What follows belongs to an exercise in optimizing a design on an open flow for small area; a production flow would make more cautious choices. Where RTL was checked, it was by simulation tests only, not by an equivalence proof against the original. The RTL of run 4 was laid out without a check of its function. Power figures rest on the tool's default switching activity, not on a simulated workload.

File: flow/config.mk
export PLATFORM = sky130hd
export DESIGN_NAME = chol_update_top
export DESIGN_NICKNAME = chol_update_top
export VERILOG_FILES = /design/flow/design.v
export SDC_FILE = /design/flow/constraint.sdc
export NUM_CORES = 4
export LEC_CHECK = 0
export CAP_MARGIN = 0
export CORE_MARGIN = 2
export CORE_UTILIZATION = 40
export SLEW_MARGIN = 0
File: flow/constraint.sdc
create_clock -name core_clock -period 12.0 [get_ports {clk}]
set_input_delay 2.4000 -clock core_clock [delete_from_list [all_inputs] [get_ports {clk}]]
set_output_delay 2.4000 -clock core_clock [all_outputs]
set_load 0.01 [all_outputs]
File: flow/design.v
`default_nettype none
package chol_types_pkg;
  typedef logic signed [16-1:0] sample_t;
  typedef logic signed [32-1:0] word_t;
  typedef logic signed [2*32-1:0] wide_t;
  typedef enum logic [1:0] {
    IDLE,     
    DOT,      
    DIVIDE,   
    ROOT      
  } solve_phase_t;
endpackage
`default_nettype wire
`default_nettype none
package chol_mem_pkg;
  typedef logic [$clog2(4)-1:0] em_idx_t;
  typedef logic [$clog2((4 * (4 + 1) / 2))-1:0] tri_addr_t;
  typedef enum logic [1:0] {
    SOLVER,
    GRAM,
    READOUT
  } req_id_t;
endpackage
`default_nettype wire
`timescale 1ns/1ps
`default_nettype none
module chol_update_top (
  input  logic                    clk,
  input  logic                    rst,
  input  logic                    start,
  input  chol_mem_pkg::em_idx_t   row_k,
  input  chol_types_pkg::sample_t u_sample,
  input  chol_types_pkg::sample_t vec_sample,
  input  logic                    sample_valid,
  input  logic                    rd_req,
  input  chol_mem_pkg::em_idx_t   rd_row,
  input  chol_mem_pkg::em_idx_t   rd_col,
  output logic                    band_req,
  output chol_mem_pkg::em_idx_t   band_col,
  output logic [$clog2(8)-1:0]      band_idx,
  output chol_types_pkg::word_t   rd_data,
  output logic                    rd_valid,
  output logic                    busy,
  output logic                    done
);
  localparam logic [3:0] ST_IDLE = 4'd0,
                         ST_REQ  = 4'd1,    
                         ST_WAIT = 4'd6,    
                         ST_MAC  = 4'd2,    
                         ST_LDA  = 4'd4,    
                         ST_MUL  = 4'd3,    
                         ST_LDD  = 4'd5,    
                         ST_NEG1 = 4'd10,    
                         ST_DIV  = 4'd8,
                         ST_NEG2 = 4'd11,    
                         ST_SQI  = 4'd12,   
                         ST_SQ   = 4'd9,
                         ST_WR   = 4'd7,   
                         ST_XF   = 4'd13,   
                         ST_DONE = 4'd14;
  logic [3:0]   st;
  logic [5:0]   cnt;
  logic [1:0]   k_r, j_r, m_r;
  logic [2:0]   b_r;
  logic [1:0]   hr, hc;
  logic         neg;
  logic [319:0] ring;
  logic [31:0]  acc;
  logic [32:0]  p;
  logic [31:0]  x;
  logic         c;
  logic         mb_r;   
  logic [1:0] hr_n, hc_n;
  logic [1:0] rsel, csel;
  logic       hit;
  assign hr_n = (hc == hr) ? hr + 2'd1 : hr;
  assign hc_n = (hc == hr) ? 2'd0 : hc + 2'd1;
  assign rsel = (st == ST_LDA || st == ST_LDD) ? j_r : k_r;
  assign csel = (st == ST_LDD || st == ST_WR) ? j_r : m_r;
  assign hit  = (hr == rsel) && (hc == csel);
  assign rd_data = ring[31:0];
  logic is_mac, is_mul, is_div, is_sq, is_dsq, is_mm;
  logic zp, mbit, en, sub, abit;
  logic [32:0] a_in, xs, b_in, sum;
  logic        qbit;
  assign is_mac = (st == ST_MAC);
  assign is_mul = (st == ST_MUL);
  assign is_div = (st == ST_DIV);
  assign is_sq  = (st == ST_SQ);
  assign is_dsq = is_div || is_sq;
  assign is_mm  = is_mac || is_mul;
  assign zp   = (cnt == 6'd0);
  assign abit = acc[31] && (cnt < 6'd32);
  assign mbit = is_mac ? x[16] : mb_r;
  logic a_r, a_l;
  assign a_r = !is_dsq && !zp;   
  assign a_l =  is_dsq && !zp;   
  assign a_in = ({33{a_r}} & {p[32], p[32:1]}) | ({33{a_l}} & {p[31:0], 1'b0}) |
                {32'd0, is_dsq && abit};
  assign en   = is_dsq ? (is_div || cnt[0]) : (mbit && (cnt < (is_mac ? 6'd16 : 6'd32)));
  assign sub  = is_dsq ? (zp || !p[32]) : (cnt == (is_mac ? 6'd15 : 6'd31));
  assign xs   = ({33{is_mac}} & {{17{x[15]}}, x[15:0]}) | ({33{!is_mac}} & {x[31], x});
  assign b_in = ({33{en}} & (xs ^ {33{sub}})) | {31'd0, is_sq && en, 1'b0};
  logic [16:0] cy;
  assign cy[0] = en && sub;
  genvar gi;
  generate for (gi = 0; gi < 16; gi++) begin : g_rc
    assign sum[gi] = a_in[gi] ^ b_in[gi] ^ cy[gi];
    assign cy[gi+1] = (a_in[gi] & b_in[gi]) | (cy[gi] & (a_in[gi] ^ b_in[gi]));
  end endgenerate
  assign sum[32:16] = a_in[32:16] + b_in[32:16] + {16'd0, cy[16]};
  assign qbit = !sum[32] && !(is_sq && neg);
  logic sa, sy, scin, ss, scout;
  logic ser_first;
  always_comb begin
    sa = acc[0];
    sy = sum[0];   
    scin = c;
    ser_first = 1'b0;
    case (st)
      ST_MAC: begin
        ser_first = (cnt == 6'd0);
        if (b_r == 3'd0) sa = 1'b0;   
      end
      ST_MUL: begin
        ser_first = (cnt == 6'd16);
        sy = !sum[0];
      end
      default: begin   
        ser_first = (cnt == 6'd0);
        sa = !acc[0];
        sy = 1'b0;
      end
    endcase
    if (ser_first) scin = (st != ST_MAC);
    ss    = sa ^ sy ^ scin;
    scout = (sa & sy) | (sa & scin) | (sy & scin);
  end
  logic mul_go;
  logic mul_ser;
  assign mul_go  = (cnt >= 6'd32) || hit;
  assign mul_ser = (cnt >= 6'd16);
  logic x_samp, x_ring, x_shl, x_q, x_en_hi, x_en_lo;
  assign x_samp  = (st == ST_WAIT) && sample_valid;
  assign x_ring  = (st == ST_LDA || st == ST_LDD) && hit;
  assign x_shl   = (st == ST_SQI) || (st == ST_XF) || (is_sq && cnt[0]);
  assign x_q     = is_sq && qbit;
  assign x_en_lo = x_samp || x_ring || x_shl;
  assign x_en_hi = x_en_lo || is_mac;
  logic ring_wr, ring_rot;
  assign ring_wr  = (st == ST_WR) && hit;
  assign ring_rot = is_mul && hit && (cnt < 6'd32);
  logic acc_ser, acc_shl;
  assign acc_ser = is_mac || (is_mul && mul_go && mul_ser) ||
                   st == ST_NEG1 || st == ST_NEG2;
  assign acc_shl = is_dsq || st == ST_XF;   
  always_ff @(posedge clk) begin
    ring <= {ring[31:0], ring[319:64],
             ({32{ring_wr}} & acc) | ({32{ring_rot}} & {ring[32], ring[63:33]}) |
             ({32{!ring_wr && !ring_rot}} & ring[63:32])};
    mb_r <= ring[64];
    if (acc_ser || acc_shl) acc <= ({32{acc_ser}} & {ss, acc[31:1]}) |
                                   ({32{acc_shl}} & {acc[30:0], is_div ? qbit : x[31]});
    if (acc_ser) c <= scout;
    if (is_mac || (is_mul && mul_go) || is_dsq) p <= sum;
    if (x_en_hi) x[31:16] <= ({16{x_samp}} & vec_sample) | ({16{x_ring}} & ring[63:48]) |
                             ({16{is_mac}} & {1'b0, x[31:17]}) | ({16{x_shl}} & x[30:15]);
    if (x_en_lo) x[15:0]  <= ({16{x_samp}} & u_sample) | ({16{x_ring}} & ring[47:32]) |
                             ({16{x_shl}} & {x[14:2], x_q, 2'b01});
    if ((st == ST_LDD && hit) || (st == ST_SQI && cnt == 6'd0)) neg <= acc[31];
  end
  assign band_req = (st == ST_REQ);
  assign busy     = (st != ST_IDLE);
  assign done     = (st == ST_DONE);
  assign band_col = j_r;
  assign band_idx = b_r;
  always_ff @(posedge clk) begin
    if (rst) begin
      st       <= ST_IDLE;
      cnt      <= '0;
      k_r      <= '0;
      j_r      <= '0;
      m_r      <= '0;
      b_r      <= '0;
      hr       <= '0;
      hc       <= '0;
      rd_valid <= 1'b0;
    end else begin
      hr       <= hr_n;
      hc       <= hc_n;
      rd_valid <= rd_req && !rd_valid &&
                  ((rd_row == hr && rd_col == hc) || (rd_row == hc && rd_col == hr));
      cnt <= cnt + 6'd1;
      case (st)
        ST_IDLE: begin
          if (start) begin
            k_r  <= row_k;
            j_r  <= '0;
            b_r  <= '0;
            st   <= ST_REQ;
          end
        end
        ST_REQ: st <= ST_WAIT;
        ST_WAIT: begin
          cnt <= '0;
          if (sample_valid) st <= ST_MAC;
        end
        ST_MAC: begin
          if (cnt == 6'd31) begin
            b_r <= b_r + 3'd1;
            m_r <= '0;
            cnt <= '0;
            if (b_r != 3'd7) st <= ST_REQ;
            else if (j_r != 2'd0) st <= ST_LDA;
            else if (j_r == k_r) st <= ST_SQI;
            else st <= ST_LDD;
          end
        end
        ST_LDA: begin
          cnt <= '0;
          if (hit) st <= ST_MUL;
        end
        ST_MUL: begin
          if (!mul_go) cnt <= cnt;
          else if (cnt == 6'd47) begin
            cnt <= '0;
            m_r <= m_r + 2'd1;
            if (m_r + 2'd1 != j_r) st <= ST_LDA;
            else if (j_r == k_r) st <= ST_SQI;
            else st <= ST_LDD;
          end
        end
        ST_LDD: begin
          cnt <= '0;
          if (hit) st <= acc[31] ? ST_NEG1 : ST_DIV;
        end
        ST_NEG1: if (cnt == 6'd31) begin
          cnt <= '0;
          st  <= ST_DIV;
        end
        ST_DIV: if (cnt == 6'd47) begin
          cnt <= '0;
          st  <= neg ? ST_NEG2 : ST_WR;
        end
        ST_NEG2: if (cnt == 6'd31) st <= ST_WR;
        ST_SQI: if (cnt == 6'd29) begin
          cnt <= '0;
          st  <= ST_SQ;
        end
        ST_SQ: if (cnt == 6'd47) begin
          cnt <= '0;
          st  <= ST_XF;
        end
        ST_XF: if (cnt == 6'd29) st <= ST_WR;
        ST_WR: begin
          if (hit) begin
            if (j_r == k_r) begin
              st   <= ST_DONE;
            end else begin
              j_r <= j_r + 2'd1;
              b_r <= '0;
              st  <= ST_REQ;
            end
          end
        end
        default: st <= ST_IDLE;   
      endcase
    end
  end
endmodule
`default_nettype wire
File: flow/flow/run.sh
#!/bin/bash
# Standard ORFS layout (unchanged synthesis, floorplan, placement, routing)
# with two changes: ports get the smallest buffer (buf_1) instead of the
# default clkdlybuf4s50_1, and the clock tree uses clkbuf_4 leaf buffers on
# small sink clusters under clkbuf_8 root and tree buffers, without dummy
# loads.
set -o pipefail
export BUFFER_PORTS_ARGS="-buffer_cell sky130_fd_sc_hd__buf_1"
export CTS_ARGS="-sink_clustering_enable -repair_clock_nets -dont_use_dummy_load -buf_list sky130_fd_sc_hd__clkbuf_4 -root_buf sky130_fd_sc_hd__clkbuf_8 -tree_buf sky130_fd_sc_hd__clkbuf_8 -sink_clustering_size 10 -sink_clustering_max_diameter 45"
bash standard.sh > standard.log 2>&1
File: flow/standard.sh
#!/bin/bash
# synth_recipe.tcl (not shown) runs the flow's synth.tcl, then flattens the netlist and writes it again
# the make line also repeats each setting of config.mk as NAME=value (left out here)
make -C /OpenROAD-flow-scripts/flow DESIGN_CONFIG=/design/flow/config.mk WORK_HOME=/design/flow/orfs CLKGATE_MAP_FILE= SYNTH_SCRIPT=/design/flow/synth_recipe.tcl "${@:-finish}"
==> out/metrics.cfg, run 1 <==
[logic_synthesis]
synth.distinct_cells = 64
ys.flop_type = dfxtp_1
async_flop_share = 0
synth-edff-count = 99
yosysWarnings = 1
synth_seq_area_share = 0.651
synth-seq-cells = 443
yosysTopAreaCell = dfxtp_1
ys_top_cells_by_area = dfxtp_1 45%, edfxtp_1 20%, nand2_1 4.8%
syn-cell-area_um2 = 15100
synth_top_cell_area_share = 0.455
synth.most_common_cell = dfxtp_1
syn_avg_cell_area_um2 = 11.8
syn-num-nets = 1372
synthTopCellsByCount = 344 x dfxtp_1, 192 x nand2_1, 99 x edfxtp_1, 74 x a21oi_1, 71 x nor2_1
syn_inst = 1288

[final_layout]
num_antenna_cells = 0
final_cell_area_um2 = 16200
fillers = 3610
final_nets = 1431
drive_gt1_frac = 0.0751
area_growth_pct = 7.24

[outcome]
status = no timing/DRC/antenna violations

[critical_path]
cp_max_fo = 12
cp.arrival_ns = 11.69
crit_type = reg -> reg
r2r_start = st[2]$_SDFFE_PP0P_
crit_start = st[2]$_SDFFE_PP0P_
path_delay_family = adder cells
crit_path_frequent_cell = fa_1
slowest_stage = or4b_2
critPathLaunchType = flop
worst_ep_required_time_ns = 12.35
max_stage_delay_ns = 0.68
crit_path_end_kind = flop
critPathBufInv = 3

[sta]
slew_headroom = 0.465
rsz0062_at_grt = no
maxSlewViolCount = 0
tns_ns = 0
worstMarginPinSlew_ns = 0.803
fin_skew_ns = 0.0709
fmax_mhz = 88.2
min_period_ns = 11.34
fin_crit_sh = 0.945
setup_viol = 0
hold_viol_final = 0

[power]
p_leak_nw = 6.31
comb_power_share = 0.277
p_clk_frac = 0.181
powerDensity_nw_per_um2 = 226
power.switching_mw = 1.22
p_sw_frac = 0.332
ir_drop_mv = 0.104
internal-power_mw = 2.45
seq_power_share = 0.542

[grt]
grt_pass1_vias = 8964
met2_usage = 0.240
grtUsageMet1 = 0.221
grt_use_met3 = 0.0307
grt_usage = 0.159
busiest_layer = met2
overflow = 0
antenna_found_initial = 0
grt_max_degree = 37
grt_pass1_wl_mm = 48.9

[floorplanning]
initial_utilization = 0.404
io_pins = 84
die_h_um = 199
core_um2 = 37500
die_area_um2 = 39400
fp-row-count = 71
fp.dieW_um = 199

[cts]
cts-root-buf = clkbuf_8
cts_setup_buffers = 0
clk_latency_ns = 0.59
cts_num_sinks = 443
cts_made_buffers = 55
cts_tree = built
htreeDepth = 2
cts.clk_slew.worst_paths_ns = 0.10
cts_buffer_depth = 3

[place]
gp_congestion = 0.838
placed_cell_area_um2 = 15800
port_buffers = 83
hpwl_mm = 21.5

[drt]
vias = 9237
drtIter0Drc = 572
drtPass1Iterations = 8
drcViolationCount = 0
wl_mm = 30.9
vias_per_cell = 4.98
avgRoutedWirePerCell_um = 16.6
antenna_left = 0

[min_path]
hold_class = reg -> reg
hold_path_startpoint = ring[254]$_DFF_P_

[run]
drv_cap = 0

-- timing repair --
action,4_1_cts,5_1_grt
hold buffers,0,0
endpoints found under the setup margin,0,4
gates resized for setup,0,2
-- cell families (layout without fill, tap and decap cells) --
logic type / count (synthesis) / in the layout / share of synthesized area
adders and majority gates: 41 / 41 / 0.0433
and+or+nand+nor: 336 / 336 / 0.0977
AOI/OAI and AO/OA: 252 / 252 / 0.120
muxes: 9 / 9 / 0.00603
buffers and inverters: 142 / 199 / 0.0442
DFF: 443 / 443 / 0.651
xor gates and xnor gates: 65 / 65 / 0.0376
-- per-stage QoR --
stage	utilization	hold slack, ns	instances	setup slack (ns)	total power [mW]
2_1_floorplan	-	0.310	1288	0.775	2.73
3_3_place_gp	0.421	0.309	1801	0.779	3.01
3_5_place_dp	0.421	0.312	1801	0.546	3.03
4_1_cts	0.433	0.323	1856	0.480	3.71
5_1_grt	0.433	0.322	1856	0.0250	3.90
6_report	0.433	0.309	1856	0.656	3.66
-- power groups by stage --
stage                     combinational (mW)  clock [mW]  sequential [mW]
after floorplan                        0.784           0             1.95
after global placement                 0.994           0             2.01
after detailed placement                1.02           0             2.02
after CTS                               1.02       0.702             1.99
after global routing                    1.13       0.760             2.01
final                                   1.01       0.664             1.99
-- flip-flops by register name, indices dropped and copies added, names as in the netlist, 3 cells and up --
name,flops
p,33
cnt,6
b_r,3
st,4
acc,32
ring,320
x,32
-- metal layers --
metal | share of wire | up-vias
li1 | - | 4556
met1 | 0.47 | 4359
met2 | 0.44 | 247
met3 | 0.057 | 75
met4 | 0.039 | 0
met5 | 0 | -
-- worst paths after layout --
| kind | endpoint | slack (ns) | cells past startpoint |
|---|---|---|---|
| setup / recovery | x[2]$_DFFE_PP_ | 0.66 | 34 |
| hold / removal | ring[222]$_DFF_P_ | 0.31 | 0 |
| setup reg to reg | x[2]$_DFFE_PP_ | 0.66 | 34 |
| hold reg to reg | ring[222]$_DFF_P_ | 0.31 | 0 |
-- area by class of cell --
class                      instances  area, um^2  area share
multi-input combinational        703        4670       0.287
clock buffer                      55         444      0.0273
sequential                       443        9860       0.607
timing repair buffer             107         492      0.0303
tap                              511         639      0.0394
inverter                          37         139     0.00855
-- cell usage in the layout, fill, tap and decap left out, types with 3 or more instances in the layout --
master / n
dfxtp_1: 343
nand2_1: 192
edfxtp_1: 99
buf_1: 83
a21oi_1: 72
nor2_1: 67
xnor2_1: 56
clkbuf_4: 50
inv_1: 37
a22oi_1: 37
a22o_1: 32
a222oi_1: 29
buf_4: 24
ha_1: 22
o21ai_0: 19
fa_1: 19
nand3_1: 16
nand2b_1: 12
xor2_1: 9
a211oi_1: 9
mux2i_1: 8
nor2b_1: 7
o21a_1: 7
o22ai_1: 6
nor4b_1: 5
and3_1: 5
a311oi_1: 5
clkbuf_8: 5
nor2_2: 4
a21o_1: 4
nand3b_1: 4
nor3_1: 4
o41ai_1: 4
a221oi_1: 3
o31ai_1: 3
==> run 2, diff against run 1 <==
--- a/flow/config.mk
+++ b/flow/config.mk
@@ -5,7 +5,7 @@
 export SDC_FILE = /design/flow/constraint.sdc
 export NUM_CORES = 4
 export LEC_CHECK = 0
-export CAP_MARGIN = 0
+export CAP_MARGIN = 20
 export CORE_MARGIN = 2
 export CORE_UTILIZATION = 40
-export SLEW_MARGIN = 0
+export SLEW_MARGIN = 20
==> run 2 against run 1 <==
Compared with the run above: final area is the same; first-iteration DRC count is the same; largest cell class unchanged; combinational power is essentially flat; global-route usage is the same; synthesized cell count is the same; area after synthesis is the same; largest power group unchanged; flip-flop and latch count is the same; sequential power is essentially flat; cell count is the same.
==> out/metrics.cfg, run 2 <==
[sta]
maxSlewViolCount = 0  ; unchanged
hold_viol_final = 0  ; unchanged
setup_viol = 0  ; unchanged
min_period_ns = 11.34  ; unchanged
rsz0062_at_grt = no
worstMarginPinSlew_ns = 0.803  ; unchanged
fin_crit_sh = 0.945  ; unchanged
fmax_mhz = 88.2  ; unchanged
slew_headroom = 0.465  ; unchanged
fin_skew_ns = 0.0709  ; unchanged
tns_ns = 0  ; unchanged

[floorplanning]
initial_utilization = 0.404  ; unchanged
io_pins = 84  ; unchanged
die_h_um = 199  ; unchanged
core_um2 = 37500  ; unchanged
die_area_um2 = 39400  ; unchanged
fp-row-count = 71  ; unchanged
fp.dieW_um = 199  ; unchanged

[logic_synthesis]
synth.most_common_cell = dfxtp_1
syn_inst = 1288  ; unchanged
synth_top_cell_area_share = 0.455  ; unchanged
yosysTopAreaCell = dfxtp_1
synth.distinct_cells = 64  ; unchanged
synthTopCellsByCount = 344 x dfxtp_1, 192 x nand2_1, 99 x edfxtp_1, 74 x a21oi_1, 71 x nor2_1
synth-seq-cells = 443  ; unchanged
synth-edff-count = 99  ; unchanged
synth_seq_area_share = 0.651  ; unchanged
syn-cell-area_um2 = 15100  ; unchanged
ys_top_cells_by_area = dfxtp_1 45%, edfxtp_1 20%, nand2_1 4.8%
yosysWarnings = 1  ; unchanged
syn_avg_cell_area_um2 = 11.8  ; unchanged
async_flop_share = 0  ; unchanged
ys.flop_type = dfxtp_1
syn-num-nets = 1372  ; unchanged

[final_layout]
final_cell_area_um2 = 16200  ; unchanged
num_antenna_cells = 0  ; unchanged
area_growth_pct = 7.24  ; unchanged
layout_commonest_cell = dfxtp_1
top_register = ring
final_nets = 1431  ; unchanged
fin_util = 0.433  ; unchanged
reg_top3 = ring: 320 flops, p: 33 flops
instances_no_fill = 1856  ; unchanged
drive_gt1_frac = 0.0751  ; unchanged
mostFrequentLayoutCells = 343 x dfxtp_1, 192 x nand2_1, 99 x edfxtp_1
largest_register_ff_count = 320  ; unchanged

[critical_path]
critPathBufInv = 3  ; unchanged
slowest_stage = or4b_2
cp.arrival_ns = 11.69  ; about the same
crit_type = reg -> reg
crit_path_frequent_cell = fa_1
worst_ep_required_time_ns = 12.35  ; about the same
cp_max_fo = 12  ; unchanged
max_stage_delay_ns = 0.68  ; about the same
path_delay_family = adder cells
critPathLaunchType = flop
crit_path_end_kind = flop

[power]
ir_drop_mv = 0.104  ; unchanged
internal-power_mw = 2.45  ; unchanged
powerDensity_nw_per_um2 = 226  ; unchanged
p_leak_nw = 6.31  ; unchanged
p_clk_frac = 0.181  ; about the same
power.switching_mw = 1.22  ; unchanged
comb_power_share = 0.277  ; about the same
p_total_mw = 3.66  ; unchanged
seq_power_share = 0.542  ; about the same
p_sw_frac = 0.332  ; unchanged

[place]
dp_cells = 1801  ; unchanged
hpwl_mm = 21.5  ; unchanged
placed_cell_area_um2 = 15800  ; unchanged
port_buffers = 83  ; unchanged
gp_congestion = 0.838  ; unchanged

[cts]
cts_made_buffers = 55  ; unchanged
cts_tree = built
htreeDepth = 2  ; unchanged
cts_num_sinks = 443  ; unchanged
cts-root-buf = clkbuf_8
cts.clk_slew.worst_paths_ns = 0.10  ; about the same
cts_hold_buf = 0  ; unchanged
cts_buffer_depth = 3  ; unchanged
clk_latency_ns = 0.59  ; about the same

[drt]
avgRoutedWirePerCell_um = 16.6  ; unchanged
vias_per_cell = 4.98  ; unchanged
drtPass1Iterations = 8  ; unchanged
drcViolationCount = 0  ; unchanged
antenna_left = 0  ; unchanged
wl_mm = 30.9  ; unchanged
vias = 9237  ; unchanged
drtIter0Drc = 572  ; unchanged

[outcome]
status = no timing/DRC/antenna violations

[grt]
grt_pass1_vias = 8964  ; unchanged
grt_pass1_wl_mm = 48.9  ; unchanged
grt_usage = 0.159  ; unchanged
overflow = 0  ; unchanged
grt_max_degree = 37  ; unchanged
antenna_found_initial = 0  ; unchanged

[min_path]
hold_class = reg -> reg

[run]
drv_cap = 0  ; unchanged

## run 2: cell counts after synthesis
No cell type changed its count.
## run 2: cells by family (layout without fill, tap and decap cells)
logic type / count (synthesis) / count (layout) / synth area share
AOI/OAI and AO/OA: 252 / 252 / 0.120
xor gates and xnor gates: 65 / 65 / 0.0376
adders and majority gates: 41 / 41 / 0.0433
buffers and inverters: 142 / 199 / 0.0442
DFF: 443 / 443 / 0.651
muxes: 9 / 9 / 0.00603
and+or+nand+nor: 336 / 336 / 0.0977
## run 2: what timing repair did
action | 4_1_cts | 5_1_grt
endpoints found under the setup margin | 0 | 4
endpoints found under the hold margin | 0 | 0
gates resized for setup | 0 | 2
buffers inserted | 0 | 0
## run 2: area by class of cell
cell class                 instances  area (um^2)
clock buffer                      55          444
fill                            3610        21200
inverter                          37          139
multi-input combinational        703         4670
sequential                       443         9860
tap                              511          639
timing repair buffer             107          492
## run 2: worst reg2reg max path, delay by kind of cell (launching register included)
kind                     cells  cell delay, ns
adder cells (fa/ha/maj)     18            7.55
AO/OA/AOI/OAI                5            1.23
flip-flops                   1            0.48
buffers and inverters        3            0.23
AND/OR/NAND/NOR              7            1.50
XOR/XNOR                     1            0.17
## run 2: layer usage
metal	up-vias	GRT usage	wire [um]
met2	247	0.240	13400
met4	0	0.0727	1210
met3	75	0.0307	1760
met5	-	0	0
li1	4556	-	-
met1	4359	0.221	14500
## run 2: worst paths after layout
check                      from                 to  slack, ns  cells past startpoint
max          st[2]$_SDFFE_PP0P_     x[2]$_DFFE_PP_       0.66                     34
min           ring[254]$_DFF_P_  ring[222]$_DFF_P_       0.31                      0
max reg2reg  st[2]$_SDFFE_PP0P_     x[2]$_DFFE_PP_       0.66                     34
min reg2reg   ring[254]$_DFF_P_  ring[222]$_DFF_P_       0.31                      0
## run 2: power by group through the flow
| stage | Clock (mW) | Combinational, mW | Sequential (mW) |
|---|---|---|---|
| floorplan | 0 | 0.784 | 1.95 |
| global placement | 0 | 0.994 | 2.01 |
| detailed placement | 0 | 1.02 | 2.02 |
| CTS | 0.702 | 1.02 | 1.99 |
| global route | 0.760 | 1.13 | 2.01 |
| finish | 0.664 | 1.01 | 1.99 |
## run 2: per-stage QoR
step	hold WS, ns	setup WS (ns)
finish	0.309	0.656
global route	0.322	0.0250
CTS	0.323	0.480
detailed placement	0.312	0.546
global placement	0.309	0.779
floorplan	0.310	0.775
==> run 3, diff against run 2 <==
--- a/flow/config.mk
+++ b/flow/config.mk
@@ -7,5 +7,6 @@
 export LEC_CHECK = 0
 export CAP_MARGIN = 20
 export CORE_MARGIN = 2
-export CORE_UTILIZATION = 40
+export CORE_UTILIZATION = 55
+export PLACE_DENSITY = 0.65
 export SLEW_MARGIN = 20
==> run 3 against run 2 <==
Compared with the run above: wire length is 2.0% lower; critical path depth stayed put; flip-flop and latch count stayed put; first-iteration DRC count is 67% higher; power is 0.28% higher; count of clock-buffer cells in the layout stayed put; die area is 27% lower; non-clock buffer count is 1 higher; hold slack better by 0.012 ns; clock power hardly changed; clock skew is 0.0020 ns higher; largest cell class unchanged.
==> out/metrics.cfg, run 3 <==
[final_layout]
drive_gt1_frac = 0.0750  ; about the same
final_nets = 1432  ; +0.070%
reg_top3 = ring: 320 flops, p: 33 flops
fillers = 2287  ; -37%
area_growth_pct = 5.88
layout_commonest_cell = dfxtp_1
num_antenna_cells = 0  ; unchanged
largest_register_ff_count = 320  ; unchanged
top_register = ring
mostFrequentLayoutCells = 344 x dfxtp_1, 192 x nand2_1, 99 x edfxtp_1

[sta]
hold-worst-slack_ns = 0.321  ; +0.0115 ns
hold_viol_final = 0  ; unchanged
rsz0062_at_grt = no
slew_headroom = 0.485  ; +0.0204
maxSlewViolCount = 0  ; unchanged
min_period_ns = 11.26  ; -0.0870 ns
worstMarginPinSlew_ns = 0.772  ; -0.0305 ns
fin_crit_sh = 0.938  ; -0.00725
setup_viol = 0  ; unchanged
fmax_mhz = 88.8  ; +0.77%
fin_skew_ns = 0.0729  ; +0.00199 ns
tns_ns = 0  ; unchanged

[grt]
overflow = 0  ; unchanged
grt_use_met3 = 0.0384  ; +0.00768
grt_usage = 0.209  ; +0.0501
grt_pass1_vias = 8680  ; -3.2%
met2_usage = 0.316  ; +0.0762
busiest_layer = met2
grt_max_degree = 37  ; unchanged
grtUsageMet1 = 0.307  ; +0.0865
grt_pass1_wl_mm = 47.0  ; -3.8%
antenna_found_initial = 0  ; unchanged

[power]
p_sw_frac = 0.333  ; +0.000977
p_total_mw = 3.67  ; +0.28%
p_clk_frac = 0.181  ; about the same
seq_power_share = 0.541  ; about the same
comb_power_share = 0.279  ; +0.002
p_leak_nw = 6.31  ; about the same
power.switching_mw = 1.22  ; +0.57%
internal-power_mw = 2.45  ; +0.13%
ir_drop_mv = 0.127  ; +22%
powerDensity_nw_per_um2 = 229  ; +1.6%

[logic_synthesis]
synth_seq_area_share = 0.651  ; unchanged
syn_inst = 1288  ; unchanged
yosysWarnings = 1  ; unchanged
ys.flop_type = dfxtp_1
synth-edff-count = 99  ; unchanged
synth.most_common_cell = dfxtp_1
synthTopCellsByCount = 344 x dfxtp_1, 192 x nand2_1, 99 x edfxtp_1, 74 x a21oi_1, 71 x nor2_1
synth.distinct_cells = 64  ; unchanged
yosysTopAreaCell = dfxtp_1
synth-seq-cells = 443  ; unchanged
synth_top_cell_area_share = 0.455  ; unchanged
syn_avg_cell_area_um2 = 11.8  ; unchanged
async_flop_share = 0  ; unchanged
syn-cell-area_um2 = 15100  ; unchanged
syn-num-nets = 1372  ; unchanged
ys_top_cells_by_area = dfxtp_1 45%, edfxtp_1 20%, nand2_1 4.8%

[floorplanning]
io_pins = 84  ; unchanged
initial_utilization = 0.561  ; +0.156
fp-row-count = 60  ; -15%
fp.dieW_um = 170  ; -14%
die_area_um2 = 28900  ; -27%
die_h_um = 170  ; -14%
core_um2 = 27000  ; -28%

[drt]
drtPass1Iterations = 9  ; +1
drcViolationCount = 0  ; unchanged
wl_mm = 30.3  ; -2.0%
antenna_left = 0  ; unchanged
drtIter0Drc = 956  ; +67%
vias_per_cell = 5.59  ; +12%
avgRoutedWirePerCell_um = 17.9  ; +7.8%
vias = 9437  ; +2.2%

[cts]
cts_made_buffers = 55  ; unchanged
clk_latency_ns = 0.58  ; about the same
htreeDepth = 2  ; unchanged
ctsResizeCount = 0  ; unchanged
cts.clk_slew.worst_paths_ns = 0.11  ; about the same
cts_num_sinks = 443  ; unchanged
cts_tree = built
cts-root-buf = clkbuf_8
cts_hold_buf = 0  ; unchanged
cts_setup_buffers = 0  ; unchanged
cts_buffer_depth = 3  ; unchanged

[critical_path]
max_stage_delay_ns = 0.55  ; -0.13 ns
crit_type = reg -> reg
crit_path_frequent_cell = fa_1
crit_path_end_kind = flop
critPathLaunchType = flop
cp_max_fo = 12  ; unchanged
cp.arrival_ns = 11.60  ; -0.09 ns
worst_ep_required_time_ns = 12.35  ; about the same
slowest_stage = dfxtp_1

[run]
drv_cap = 0  ; unchanged

[place]
port_buffers = 83  ; unchanged
gp_congestion = 0.921  ; +9.9%
hpwl_mm = 20.7  ; -3.8%

[min_path]
hold_class = reg -> reg

[outcome]
status = no timing/DRC/antenna violations

run 3: changes by cell type in the layout (fill, tap and decap cells not counted), sizes merged:
cell	change
buf	+1
run 3: power by group through the flow:
stage,clock network (mW),logic [mW],registers [mW]
final,0.664,1.02,1.99
after global routing,0.746,1.13,2.01
after CTS,0.690,1.02,1.99
after detailed placement,0,1.02,2.02
after global placement,0,0.998,2.01
after floorplan,0,0.784,1.95
run 3: cell type report:
type	count	area, um^2	area share
Tap cell	341	427	0.0266
Timing Repair Buffer	108	499	0.0311
Clock buffer	55	444	0.0277
Multi-Input combinational cell	703	4670	0.291
Inverter	37	139	0.00866
Sequential cell	443	9860	0.615
run 3: per-stage QoR:
stage | cell area, um^2 | cells | worst slack (ns) | utilization
CTS | 16000 | 1687 | 0.478 | 0.593
global route | 16000 | 1687 | 0.178 | 0.593
global placement | 15600 | 1632 | 0.884 | 0.577
floorplan | 15100 | 1288 | 0.775 | -
detailed placement | 15600 | 1632 | 0.519 | 0.577
finish | 16000 | 1687 | 0.743 | 0.593
run 3: worst max-delay path, delay by kind of cell, from the launching register on:
kind                     cells  cell delay [ns]
AO/OA/AOI/OAI                5             1.61
AND/OR/NAND/NOR              5             0.69
buffers and inverters        3             0.24
adder cells (fa/ha/maj)     18             7.49
flip-flops                   1             0.55
XOR/XNOR                     3             0.48
run 3: cells by family after synthesis:
logic type	after synthesis	synth area share
AOI/OAI and AO/OA	252	0.120
and+or+nand+nor	336	0.0977
muxes	9	0.00603
DFF	443	0.651
adders and majority gates	41	0.0433
xor gates and xnor gates	65	0.0376
buffers and inverters	142	0.0442
run 3: worst paths after layout:
kind	start	endpoint	slack, ns	cells past startpoint
setup reg to reg	st[1]$_SDFFE_PP0P_	x[2]$_DFFE_PP_	0.74	34
hold / removal	ring[97]$_DFF_P_	ring[65]$_DFF_P_	0.32	0
setup / recovery	st[1]$_SDFFE_PP0P_	x[2]$_DFFE_PP_	0.74	34
hold reg to reg	ring[97]$_DFF_P_	ring[65]$_DFF_P_	0.32	0
run 3: routing by layer:
metal / wire (um) / share of wire
met5: 0 / 0
met4: 646 / 0.021
met3: 2220 / 0.073
met2: 13500 / 0.44
met1: 13900 / 0.46
==> run 4, diff against run 3 <==
--- a/flow/design.v
+++ b/flow/design.v
@@ -76,7 +76,7 @@
   assign hr_n = (hc == hr) ? hr + 2'd1 : hr;
   assign hc_n = (hc == hr) ? 2'd0 : hc + 2'd1;
   assign rsel = (st == ST_LDA || st == ST_LDD) ? j_r : k_r;
-  assign csel = (st == ST_LDD || st == ST_WR) ? j_r : m_r;
+  assign csel = m_r;   
   assign hit  = (hr == rsel) && (hc == csel);
   assign rd_data = ring[31:0];
   logic is_mac, is_mul, is_div, is_sq, is_dsq, is_mm;
@@ -167,7 +167,7 @@
                              ({16{is_mac}} & {1'b0, x[31:17]}) | ({16{x_shl}} & x[30:15]);
     if (x_en_lo) x[15:0]  <= ({16{x_samp}} & u_sample) | ({16{x_ring}} & ring[47:32]) |
                              ({16{x_shl}} & {x[14:2], x_q, 2'b01});
-    if ((st == ST_LDD && hit) || (st == ST_SQI && cnt == 6'd0)) neg <= acc[31];
+    if (st == ST_LDD || st == ST_SQI) neg <= acc[31];   
   end
   assign band_req = (st == ST_REQ);
   assign busy     = (st != ST_IDLE);
--- a/flow/config.mk
+++ b/flow/config.mk
@@ -7,6 +7,5 @@
 export LEC_CHECK = 0
 export CAP_MARGIN = 20
 export CORE_MARGIN = 2
-export CORE_UTILIZATION = 55
-export PLACE_DENSITY = 0.65
+export CORE_UTILIZATION = 40
 export SLEW_MARGIN = 20
==> run 4 against run 3 <==
Compared with the run above: non-clock buffer count fell by 2; highest routed layer unchanged; critical endpoint unchanged; register-to-register slack worse by 0.05 ns; sequential share of layout area shrank 1.1 points; critical path depth unchanged; global-route usage fell by 4.8 points; combinational power grew about 60%; still clean on timing, DRC and antenna; worst setup slack worse by 0.049 ns; wire length is 4.3% higher; flip-flop and latch count unchanged.
==> out/metrics.cfg, run 4 <==
[grt]
grt_use_met3 = 0.0322  ; -0.00614
grt_max_degree = 38  ; +2.7%
grt_usage = 0.161  ; -0.0477
grt_pass1_vias = 9085  ; +4.7%
grt_pass1_wl_mm = 49.7  ; +5.7%
grtUsageMet1 = 0.210  ; -0.0969
antenna_found_initial = 1  ; +1
busiest_layer = met2
overflow = 0  ; unchanged
met2_usage = 0.263  ; -0.0532

[logic_synthesis]
synth-edff-count = 99  ; unchanged
yosysTopAreaCell = dfxtp_1
syn_avg_cell_area_um2 = 11.9  ; +0.96%
ys.flop_type = dfxtp_1
syn-cell-area_um2 = 15200  ; +0.64%
synthTopCellsByCount = 344 x dfxtp_1, 130 x nand2_1, 99 x edfxtp_1, 86 x a21oi_1, 68 x inv_1
synth_compound_area_frac = 0.130  ; +0.00990
synth_simple_gate_area_frac = 0.0835  ; -0.0142
synthMuxAreaShare = 0.00616  ; +0.000126
yosysWarnings = 1  ; unchanged
synth_xor_area_frac = 0.0396  ; +0.00198
synth.distinct_cells = 74  ; +16%
async_flop_share = 0  ; unchanged
syn-num-nets = 1368  ; -0.29%
syn_inst = 1284  ; -0.31%
synth.most_common_cell = dfxtp_1
synth-adder-area-share = 0.0430  ; -0.000277
synth_seq_area_share = 0.647  ; -0.00417
synth-seq-cells = 443  ; unchanged
ys_top_cells_by_area = dfxtp_1 45%, edfxtp_1 19%, nand2_1 3.2%
synth_top_family_by_area = compound AO/OA/AOI/OAI gates
synth_top_cell_area_share = 0.452  ; -0.00291

[final_layout]
final_nets = 1433  ; +0.070%
instances_no_fill = 1859  ; +10%
mostFrequentLayoutCells = 344 x dfxtp_1, 130 x nand2_1, 99 x edfxtp_1
area_growth_pct = 7.12
reg_top3 = ring: 320 flops, p: 33 flops
top_register = ring
drive_gt1_frac = 0.0735  ; -0.00154
fillers = 3513  ; +54%
layout_commonest_cell = dfxtp_1
largest_register_ff_count = 320  ; unchanged

[sta]
tns_ns = 0  ; unchanged
rsz0062_at_grt = no
worstMarginPinSlew_ns = 0.870  ; +0.0981 ns
fin_skew_ns = 0.0680  ; -0.00496 ns
setup_viol = 0  ; unchanged
hold-worst-slack_ns = 0.312  ; -0.00860 ns
hold_viol_final = 0  ; unchanged
slew_headroom = 0.420  ; -0.0657
maxSlewViolCount = 0  ; unchanged
fmax_mhz = 88.5  ; -0.43%
min_period_ns = 11.31  ; +0.0486 ns
fin_crit_sh = 0.942  ; +0.00405

[critical_path]
max_stage_delay_ns = 0.55  ; about the same
critPathLaunchType = flop
crit_path_end_kind = flop
worst_ep_required_time_ns = 12.38  ; +0.03 ns
ff2ff_setup_slack_ns = 0.69  ; -0.05 ns
slowest_stage = or4b_1
critPathBufInv = 4  ; +1
r2r-end = x[2]$_DFFE_PP_
cp.depth = 34  ; unchanged
crit_type = reg -> reg
path_delay_family = adder cells
critPathCapture = x[2]$_DFFE_PP_
crit_start = cnt[0]$_SDFFE_PP0P_
cp.arrival_ns = 11.69  ; +0.09 ns
cp_max_fo = 30  ; +18
worstRegToRegCells = 34  ; unchanged
crit_path_frequent_cell = fa_1
r2r_start = cnt[0]$_SDFFE_PP0P_

[floorplanning]
die_h_um = 199  ; +17%
core_um2 = 37600  ; +39%
initial_utilization = 0.406  ; -0.155
fp-row-count = 71  ; +18%
io_pins = 84  ; unchanged
die_area_um2 = 39700  ; +37%
fp.dieW_um = 199  ; +17%

[min_path]
hold_class = reg -> reg

[cts]
clk_latency_ns = 0.60  ; +0.02 ns
htreeDepth = 2  ; unchanged
cts.clk_slew.worst_paths_ns = 0.09  ; -0.02 ns
cts_hold_buf = 0  ; unchanged
cts-root-buf = clkbuf_8
cts_tree = built
cts_num_sinks = 443  ; unchanged
cts_setup_buffers = 0  ; unchanged
cts_made_buffers = 55  ; unchanged
cts_buffer_depth = 3  ; unchanged

[outcome]
status = no timing/DRC/antenna violations

[place]
hpwl_mm = 21.7  ; +4.7%
dp_cells = 1803  ; +10%
port_buffers = 83  ; unchanged
gp_congestion = 0.829  ; -10%

[drt]
vias = 9420  ; -0.18%
drtPass1Iterations = 6  ; -3
avgRoutedWirePerCell_um = 17.0  ; -5.3%
drtIter0Drc = 839  ; -12%
drcViolationCount = 0  ; unchanged
wl_mm = 31.6  ; +4.3%
vias_per_cell = 5.07  ; -9.4%
antenna_left = 0  ; unchanged

[run]
drv_cap = 0  ; unchanged

[power]
p_leak_nw = 6.54  ; +3.7%
ir_drop_mv = 0.164  ; +30%
powerDensity_nw_per_um2 = 301  ; +31%

==> run 4: through the flow <==
stage	instance area (um^2)	utilization	setup WS [ns]	power, mW
finish	16300	0.435	0.695	4.91
global route	16300	0.435	0.0302	5.27
CTS	16300	0.434	0.508	4.96
detailed placement	15900	0.423	0.547	4.28
global placement	15900	0.423	0.786	4.22
floorplan	15200	-	0.993	3.82
==> run 4: area by class of cell <==
class	instances	area [um^2]	share of cell area
repair buffers	106	488	0.0299
inverters	69	259	0.0159
multi-input cells	674	4640	0.284
well taps	511	639	0.0392
diodes	1	2.50	0.000153
flip-flops and latches	443	9860	0.604
clock buffers	55	444	0.0272
==> run 4: worst min path at each step <==
stage | startpoint | slack [ns] | to | cells after the start
after global routing | ring[209]$_DFF_P_ | 0.32 | ring[177]$_DFF_P_ | 0
after CTS | ring[99]$_DFF_P_ | 0.32 | ring[67]$_DFF_P_ | 0
final | ring[99]$_DFF_P_ | 0.31 | ring[67]$_DFF_P_ | 0
after floorplan | ring[132]$_DFF_P_ | 0.31 | ring[100]$_DFF_P_ | 0
after global placement | ring[228]$_DFF_P_ | 0.31 | ring[196]$_DFF_P_ | 0
after detailed placement | ring[141]$_DFF_P_ | 0.31 | ring[109]$_DFF_P_ | 0
==> run 4: layer usage <==
layer  up-vias  part of all wire
met5         -                 0
met4         0             0.029
met3        67             0.049
met2       218              0.47
met1      4592              0.45
li1       4543                 -
==> run 4: worst reg2reg max path, delay by kind of cell (launching register included) <==
kind | cells | cell delay [ns]
xor gates and xnor gates | 2 | 0.29
and+or+nand+nor | 2 | 0.69
buffers and inverters | 4 | 0.59
DFF | 1 | 0.38
AOI/OAI and AO/OA | 8 | 1.98
adders and majority gates | 18 | 7.22
==> run 4: kinds of logic (layout without fill, tap and decap cells) <==
kind of cell               count (synthesis)  after routing
DFF                                      443            443
AOI/OAI and AO/OA                        288            288
and+or+nand+nor                          269            269
buffers and inverters                    167            230
xor gates and xnor gates                  68             68
muxes                                      8              8
other                                      0              1
adders and majority gates                 41             41
==> run 4: timing repair <==
| action | 4_1_cts | 5_1_grt |
|---|---|---|
| endpoints found under the setup margin | 0 | 2 |
| resized for setup | 0 | 1 |
| endpoints found under the hold margin | 0 | 0 |
==> run 4: report_power, final <==
part           internal (mW)  total [mW]  switching [mW]
combinational          0.633        1.63           0.993
clock                  0.231       0.671           0.440
sequential              2.32        2.61           0.289
total                   3.19        4.91            1.72
==> run 5, diff against run 4 <==
--- a/flow/design.v
+++ b/flow/design.v
@@ -76,7 +76,7 @@
   assign hr_n = (hc == hr) ? hr + 2'd1 : hr;
   assign hc_n = (hc == hr) ? 2'd0 : hc + 2'd1;
   assign rsel = (st == ST_LDA || st == ST_LDD) ? j_r : k_r;
-  assign csel = m_r;   
+  assign csel = (st == ST_LDD || st == ST_WR) ? j_r : m_r;
   assign hit  = (hr == rsel) && (hc == csel);
   assign rd_data = ring[31:0];
   logic is_mac, is_mul, is_div, is_sq, is_dsq, is_mm;
@@ -167,7 +167,7 @@
                              ({16{is_mac}} & {1'b0, x[31:17]}) | ({16{x_shl}} & x[30:15]);
     if (x_en_lo) x[15:0]  <= ({16{x_samp}} & u_sample) | ({16{x_ring}} & ring[47:32]) |
                              ({16{x_shl}} & {x[14:2], x_q, 2'b01});
-    if (st == ST_LDD || st == ST_SQI) neg <= acc[31];   
+    if ((st == ST_LDD && hit) || (st == ST_SQI && cnt == 6'd0)) neg <= acc[31];
   end
   assign band_req = (st == ST_REQ);
   assign busy     = (st != ST_IDLE);
==> flow/flow/run.sh (replaced) <==
#!/bin/bash
# Standard ORFS layout (unchanged synthesis, floorplan, placement, routing)
# with two changes: ports get the smallest buffer (buf_1) instead of the
# default clkdlybuf4s50_1, and the clock tree uses clkbuf_4 leaf buffers on
# small sink clusters under clkbuf_8 root and tree buffers, without dummy
# loads.
set -o pipefail
export BUFFER_PORTS_ARGS="-buffer_cell sky130_fd_sc_hd__buf_1"
export CTS_ARGS="-sink_clustering_enable -repair_clock_nets -dont_use_dummy_load -buf_list sky130_fd_sc_hd__clkbuf_4 -root_buf sky130_fd_sc_hd__clkbuf_8 -tree_buf sky130_fd_sc_hd__clkbuf_8 -sink_clustering_size 10 -sink_clustering_max_diameter 35"
bash standard.sh > standard.log 2>&1
==> run 5 against run 4 <==
Compared with the run above: critical path depth is the same; still clean on timing, DRC and antenna; flip-flop and latch count is the same; sequential share of layout area fell by 0.15 points.
==> out/metrics.cfg, run 5 <==
[critical_path]
slowest_stage = or4b_2
cp.arrival_ns = 11.66  ; -0.03 ns
crit_path_frequent_cell = fa_1
max_stage_delay_ns = 0.68  ; +0.13 ns
crit_path_end_kind = flop
worstRegToRegCells = 34  ; unchanged
cp.depth = 34  ; unchanged
crit_type = reg -> reg
worst_ep_required_time_ns = 12.36  ; -0.02 ns
critPathBufInv = 3  ; -1
critPathLaunchType = flop
cp_max_fo = 12  ; -60%
path_delay_family = adder cells

[cts]
cts.clk_slew.worst_paths_ns = 0.09  ; about the same
cts_buffer_depth = 3  ; unchanged
cts_setup_buffers = 0  ; unchanged
ctsResizeCount = 0  ; unchanged
cts-root-buf = clkbuf_8
htreeDepth = 3  ; +1
cts_made_buffers = 69  ; +25%
cts_hold_buf = 0  ; unchanged
cts_tree = built
clk_latency_ns = 0.59  ; about the same
cts_num_sinks = 443  ; unchanged

[logic_synthesis]
syn-cell-area_um2 = 15100  ; -0.64%
syn-num-nets = 1372  ; +0.29%
synth.most_common_cell = dfxtp_1
synth_seq_area_share = 0.651  ; +0.00417
yosysWarnings = 1  ; unchanged
async_flop_share = 0  ; unchanged
synth_top_cell_area_share = 0.455  ; +0.00291
synth-seq-cells = 443  ; unchanged
syn_avg_cell_area_um2 = 11.8  ; -0.95%
synth-edff-count = 99  ; unchanged
synth.distinct_cells = 64  ; -14%
ys_top_cells_by_area = dfxtp_1 45%, edfxtp_1 20%, nand2_1 4.8%
syn_inst = 1288  ; +0.31%
synthTopCellsByCount = 344 x dfxtp_1, 192 x nand2_1, 99 x edfxtp_1, 74 x a21oi_1, 71 x nor2_1
yosysTopAreaCell = dfxtp_1
ys.flop_type = dfxtp_1

[grt]
antenna_found_initial = 0  ; -1
grt_max_degree = 37  ; -2.6%
overflow = 0  ; unchanged
grt_pass1_wl_mm = 49.0  ; -1.4%
grt_pass1_vias = 9090  ; +0.055%
grt_usage = 0.161  ; -0.000513

[drt]
dr_wl_met2_mm = 13.6  ; -9.2%
drtIter0Drc = 656  ; -22%
drcViolationCount = 0  ; unchanged
highest_layer = met4
vias = 9340  ; -0.85%
vias_per_cell = 4.99  ; -1.4%
wl_met1_mm = 14.4  ; +2.1%
wl_mm = 31.0  ; -1.6%
drtPass1Iterations = 6  ; unchanged
avgRoutedWirePerCell_um = 16.6  ; -2.2%
antenna_left = 0  ; unchanged
route.met3.wl_mm = 1.91  ; +22%

[final_layout]
final_nets = 1445  ; +0.84%
mostFrequentLayoutCells = 343 x dfxtp_1, 192 x nand2_1, 99 x edfxtp_1
layout_commonest_cell = dfxtp_1
multiInputGateArea_um2 = 4670  ; +0.67%
reg_top3 = ring: 320 flops, p: 33 flops
top_register = ring
drive_gt1_frac = 0.0846  ; +0.0111
num_antenna_cells = 0  ; -1
largest_register_ff_count = 320  ; unchanged
instances_no_fill = 1870  ; +0.59%
fillers = 3591  ; +2.2%
area_growth_pct = 8.09
seqCellArea_um2 = 9860  ; about the same

[floorplanning]
fp.dieW_um = 199  ; -0.31%
io_pins = 84  ; unchanged
initial_utilization = 0.404  ; -0.00164
die_area_um2 = 39400  ; -0.63%
core_um2 = 37500  ; -0.24%
die_h_um = 199  ; -0.31%
fp-row-count = 71  ; unchanged

[sta]
tns_ns = 0  ; unchanged
setup_viol = 0  ; unchanged
fin_ws_ns = 0.700  ; +0.00529 ns
worstMarginPinSlew_ns = 0.795  ; -0.0751 ns
rsz0062_at_grt = no
maxSlewViolCount = 0  ; unchanged
min_period_ns = 11.30  ; -0.00529 ns
fin_skew_ns = 0.0700  ; +0.00201 ns
slew_headroom = 0.470  ; +0.0504
fin_crit_sh = 0.942  ; about the same
fmax_mhz = 88.5  ; about the same
hold_viol_final = 0  ; unchanged

[place]
place_ws_ns = 0.546  ; -0.000998 ns
port_buffers = 83  ; unchanged
dp_cells = 1801  ; -0.11%
hpwl_mm = 21.5  ; -0.76%
gp_congestion = 0.838  ; +1.1%

[power]
seq_power_share = 0.530  ; -0.002
power.switching_mw = 1.23  ; -28%
p_leak_nw = 6.38  ; -2.5%
p_sw_frac = 0.329  ; -0.0215
ir_drop_mv = 0.104  ; -37%
comb_power_share = 0.270  ; -0.061
powerDensity_nw_per_um2 = 229  ; -24%
p_clk_frac = 0.200  ; +0.063
internal-power_mw = 2.52  ; -21%

[min_path]
holdPathStages = 0  ; unchanged
hold_class = reg -> reg

[run]
drv_cap = 0  ; unchanged

[outcome]
status = no timing/DRC/antenna violations

run 5: cell count changes after synthesis, moves of 6 or more:
| cell | previous run | this run |
|---|---|---|
| nand2_1 | 130 | 192 |
| inv_1 | 68 | 37 |
| o21ai_0 | 50 | 19 |
| xor2_1 | 26 | 9 |
| xnor2_1 | 41 | 56 |
| clkbuf_1 | 46 | 59 |
| a21oi_1 | 86 | 74 |
| nor2_1 | 61 | 71 |
| buf_2 | 13 | 7 |
run 5: metrics by stage:
step | power (mW) | util | cell area, um^2 | hold WS, ns
final | 3.75 | 0.437 | 16400 | 0.279
after floorplan | 2.73 | - | 15100 | 0.310
after detailed placement | 3.03 | 0.421 | 15800 | 0.312
after global placement | 3.01 | 0.421 | 15800 | 0.309
after global routing | 4.00 | 0.437 | 16400 | 0.279
after CTS | 3.79 | 0.437 | 16400 | 0.271
run 5: area by class of cell:
type                    instances  share of cell area
multi-input cells             703               0.285
well taps                     511              0.0390
inverters                      37             0.00848
repair buffers                107              0.0300
clock buffers                  69              0.0351
flip-flops and latches        443               0.602
run 5: path summary, 6_finish.rpt:
path,slack (ns),start,to
min,0.28,ring[188]$_DFF_P_,ring[156]$_DFF_P_
max reg2reg,0.70,st[2]$_SDFFE_PP0P_,x[2]$_DFFE_PP_
max,0.70,st[2]$_SDFFE_PP0P_,x[2]$_DFFE_PP_
min reg2reg,0.28,ring[188]$_DFF_P_,ring[156]$_DFF_P_
run 5: layer usage:
| metal | GRT usage | vias to the layer above |
|---|---|---|
| li1 | - | 4582 |
| met1 | 0.219 | 4425 |
| met2 | 0.238 | 271 |
| met3 | 0.0395 | 62 |
| met4 | 0.0815 | 0 |
| met5 | 0 | - |
run 5: cells by family after synthesis:
group                    synth area share
XOR/XNOR                           0.0376
buffers and inverters              0.0442
adder cells (fa/ha/maj)            0.0433
flip-flops                          0.651
AO/OA/AOI/OAI                       0.120
multiplexers                      0.00603
AND/OR/NAND/NOR                    0.0977
run 5: worst register-to-register path: cells and delay by family (launching register included):
family	cells	cell delay (ns)
XOR/XNOR	1	0.17
adder cells (fa/ha/maj)	18	7.55
buffers and inverters	3	0.23
flip-flops	1	0.47
AND/OR/NAND/NOR	7	1.50
AO/OA/AOI/OAI	5	1.23
run 5: power groups by stage:
| stage | combinational, mW | sequential, mW | clock, mW |
|---|---|---|---|
| 6_report | 1.01 | 1.99 | 0.750 |
| 5_1_grt | 1.13 | 2.01 | 0.853 |
| 4_1_cts | 1.02 | 1.99 | 0.788 |
| 3_5_place_dp | 1.02 | 2.02 | 0 |
| 3_3_place_gp | 0.994 | 2.01 | 0 |
| 2_1_floorplan | 0.784 | 1.95 | 0 |
==> run 6, diff against run 5 <==
==> flow/flow/run.sh (replaced) <==
#!/bin/bash
# Standard ORFS layout (unchanged synthesis, floorplan, placement, routing)
# with two changes: ports get the smallest buffer (buf_1) instead of the
# default clkdlybuf4s50_1, and the clock tree uses clkbuf_4 leaf buffers on
# small sink clusters under clkbuf_8 root and tree buffers, without dummy
# loads.
set -o pipefail
export BUFFER_PORTS_ARGS="-buffer_cell sky130_fd_sc_hd__buf_1"
export CTS_ARGS="-sink_clustering_enable -repair_clock_nets -dont_use_dummy_load -buf_list sky130_fd_sc_hd__clkbuf_4 -root_buf sky130_fd_sc_hd__clkbuf_8 -tree_buf sky130_fd_sc_hd__clkbuf_4 -sink_clustering_size 10 -sink_clustering_max_diameter 45"
bash standard.sh > standard.log 2>&1
==> run 6 against run 5 <==
Compared with the run above: worst setup slack worse by 0.044 ns; die area unchanged; sequential share of layout area increased by 0.48 points; global-route usage is 0.18 points lower; count of clock-buffer cells in the layout down 14; clock skew grew 0.00097 ns; area after synthesis stayed put; final area down 0.80%; flip-flop and latch count is the same; core utilization decreased by 0.35 points; synthesized cell count did not move; highest routed layer unchanged.
==> out/metrics.cfg, run 6 <==
[floorplanning]
initial_utilization = 0.404  ; unchanged
fp-row-count = 71  ; unchanged
die_area_um2 = 39400  ; unchanged
io_pins = 84  ; unchanged
core_um2 = 37500  ; unchanged
die_h_um = 199  ; unchanged
fp.dieW_um = 199  ; unchanged

[cts]
cts_buffer_depth = 3  ; unchanged
cts_hold_buf = 0  ; unchanged
cts_num_sinks = 443  ; unchanged
cts-root-buf = clkbuf_8
htreeDepth = 2  ; -1
cts_made_buffers = 55  ; -20%
cts_tree = built
cts.clk_slew.worst_paths_ns = 0.10  ; about the same
clk_latency_ns = 0.59  ; about the same

[min_path]
worstHoldEndpoint = ring[222]$_DFF_P_
hold_path_startpoint = ring[254]$_DFF_P_
hold_class = reg -> reg
holdPathStages = 0  ; unchanged

[place]
gp_congestion = 0.838  ; unchanged
placed_cell_area_um2 = 15800  ; unchanged
dp_cells = 1801  ; unchanged
hpwl_mm = 21.5  ; unchanged
port_buffers = 83  ; unchanged

[critical_path]
critPathLaunchType = flop
cp.arrival_ns = 11.69  ; +0.03 ns
crit_path_frequent_cell = fa_1
critPathBufInv = 3  ; unchanged
worstRegToRegCells = 34  ; unchanged
ff2ff_setup_slack_ns = 0.66  ; -0.04 ns
r2r-end = x[2]$_DFFE_PP_
crit_path_end_kind = flop
worst_ep_required_time_ns = 12.35  ; about the same
path_delay_family = adder cells
r2r_start = st[2]$_SDFFE_PP0P_
cp_max_fo = 12  ; unchanged
max_stage_delay_ns = 0.68  ; about the same
slowest_stage = or4b_2
crit_type = reg -> reg

[logic_synthesis]
yosysTopAreaCell = dfxtp_1
ys.flop_type = dfxtp_1
synth.distinct_cells = 64  ; unchanged
synth-seq-cells = 443  ; unchanged
synth_top_cell_area_share = 0.455  ; unchanged
syn_avg_cell_area_um2 = 11.8  ; unchanged
syn-cell-area_um2 = 15100  ; unchanged
yosysWarnings = 1  ; unchanged
synth_seq_area_share = 0.651  ; unchanged
syn_inst = 1288  ; unchanged
syn-num-nets = 1372  ; unchanged
synth.most_common_cell = dfxtp_1
synthTopCellsByCount = 344 x dfxtp_1, 192 x nand2_1, 99 x edfxtp_1, 74 x a21oi_1, 71 x nor2_1
synth-edff-count = 99  ; unchanged
async_flop_share = 0  ; unchanged
ys_top_cells_by_area = dfxtp_1 45%, edfxtp_1 20%, nand2_1 4.8%

[sta]
maxSlewViolCount = 0  ; unchanged
setup_viol = 0  ; unchanged
worstMarginPinSlew_ns = 0.803  ; +0.00763 ns
rsz0062_at_grt = no
min_period_ns = 11.34  ; +0.0438 ns
fin_crit_sh = 0.945  ; +0.00365
fmax_mhz = 88.2  ; -0.39%
slew_headroom = 0.465  ; -0.00509
fin_skew_ns = 0.0709  ; +0.000972 ns
hold_viol_final = 0  ; unchanged
tns_ns = 0  ; unchanged

[final_layout]
mostFrequentLayoutCells = 343 x dfxtp_1, 192 x nand2_1, 99 x edfxtp_1
top_register = ring
reg_top3 = ring: 320 flops, p: 33 flops
instances_no_fill = 1856  ; -0.75%
final_nets = 1431  ; -0.97%
layout_commonest_cell = dfxtp_1
area_growth_pct = 7.24
drive_gt1_frac = 0.0751  ; -0.00953
largest_register_ff_count = 320  ; unchanged
fin_util = 0.433  ; -0.00347
final_cell_area_um2 = 16200  ; -0.80%
fillers = 3610  ; +0.53%
num_antenna_cells = 0  ; unchanged

[drt]
drtIter0Drc = 572  ; -13%
wl_mm = 30.9  ; -0.58%
antenna_left = 0  ; unchanged
vias_per_cell = 4.98  ; -0.36%
avgRoutedWirePerCell_um = 16.6  ; +0.17%
drtPass1Iterations = 8  ; +2
vias = 9237  ; -1.1%
drcViolationCount = 0  ; unchanged

[grt]
overflow = 0  ; unchanged
antenna_found_initial = 0  ; unchanged
grt_pass1_vias = 8964  ; -1.4%
grt_pass1_wl_mm = 48.9  ; -0.22%
grt_max_degree = 37  ; unchanged
grt_usage = 0.159  ; -0.00183

[power]
p_leak_nw = 6.31  ; -1.2%
ir_drop_mv = 0.104  ; -0.23%
powerDensity_nw_per_um2 = 226  ; -1.5%

[run]
drv_cap = 0  ; unchanged

[outcome]
status = no timing/DRC/antenna violations

[run 6: how the worst max path moves through the flow]
stage / start / end / depth (start not counted)
after floorplan: st[2]$_SDFFE_PP0P_ / x[2]$_DFFE_PP_ / 37
after global placement: st[1]$_SDFFE_PP0P_ / p[29]$_DFFE_PP_ / 33
after detailed placement: st[1]$_SDFFE_PP0P_ / p[29]$_DFFE_PP_ / 33
after CTS: st[1]$_SDFFE_PP0P_ / x[2]$_DFFE_PP_ / 34
after global routing: st[2]$_SDFFE_PP0P_ / x[2]$_DFFE_PP_ / 34
final: st[2]$_SDFFE_PP0P_ / x[2]$_DFFE_PP_ / 34
[run 6: cell families after synthesis]
| logic type | share of synthesized area |
|---|---|
| flops | 0.651 |
| xor+xnor | 0.0376 |
| mux | 0.00603 |
| compound gates | 0.120 |
| buf+inv | 0.0442 |
| simple gates | 0.0977 |
| fa+ha+maj | 0.0433 |
[run 6: layout make-up]
cell class,count,area [um^2],share of cell area
repair buffers,107,492,0.0303
multi-input cells,703,4670,0.287
flip-flops and latches,443,9860,0.607
clock buffers,55,444,0.0273
inverters,37,139,0.00855
well taps,511,639,0.0394
[run 6: timing repair]
item,CTS,global route
buffers inserted,0,0
gates resized for setup,0,2
endpoints found under the setup margin,0,4
[run 6: power by group]
group	total, mW	switching, mW	internal [mW]
registers	1.99	0.153	1.83
clock network	0.664	0.432	0.231
logic	1.01	0.630	0.384
total	3.66	1.22	2.45
[run 6: stage by stage]
stage	worst slack, ns	hold WS [ns]	power (mW)
5_1_grt	0.0250	0.322	3.90
4_1_cts	0.480	0.323	3.71
2_1_floorplan	0.775	0.310	2.73
6_report	0.656	0.309	3.66
3_5_place_dp	0.546	0.312	3.03
3_3_place_gp	0.779	0.309	3.01
[run 6: routing by layer]
metal,GRT usage,part of all wire,wire (um)
met4,0.0727,0.039,1210
met3,0.0307,0.057,1760
met1,0.221,0.47,14500
met2,0.240,0.44,13400
met5,0,0,0

static timing again, ports no longer ideal:
No port has a modelled driver above. Below, the same layouts with a new extraction and two added sets of constraints.
Step 1, drivers: a clkbuf_16 drives clk and a buf_2 each remaining input, both assumed.
Step 2 adds t to the input delays and takes it off the output delays; t is the mean of the earliest and latest rising clock arrival at the registers after step 1. Input paths then give back, and output paths get back, about the clock's delay inside the block.
Three values: ideal ports, drivers, drivers and shift; two values: the first two.
| run | t (ns) | setup slack, ns | worst slew at a driven data input, ns |
|---|---|---|---|
| run 1 | 0.603 | 0.656 / 0.656 / 0.656 | 0.04 |
| run 2 | 0.603 | 0.656 / 0.656 / 0.656 | 0.04 |
| run 3 | 0.585 | 0.743 / 0.743 / 0.743 | 0.04 |
| run 4 | 0.611 | 0.695 / 0.695 / 0.695 | 0.06 |
| run 5 | 0.601 | 0.700 / 0.700 / 0.700 | 0.04 |
| run 6 | 0.603 | 0.656 / 0.656 / 0.656 | 0.04 |
After both steps every run listed still meets setup and hold.
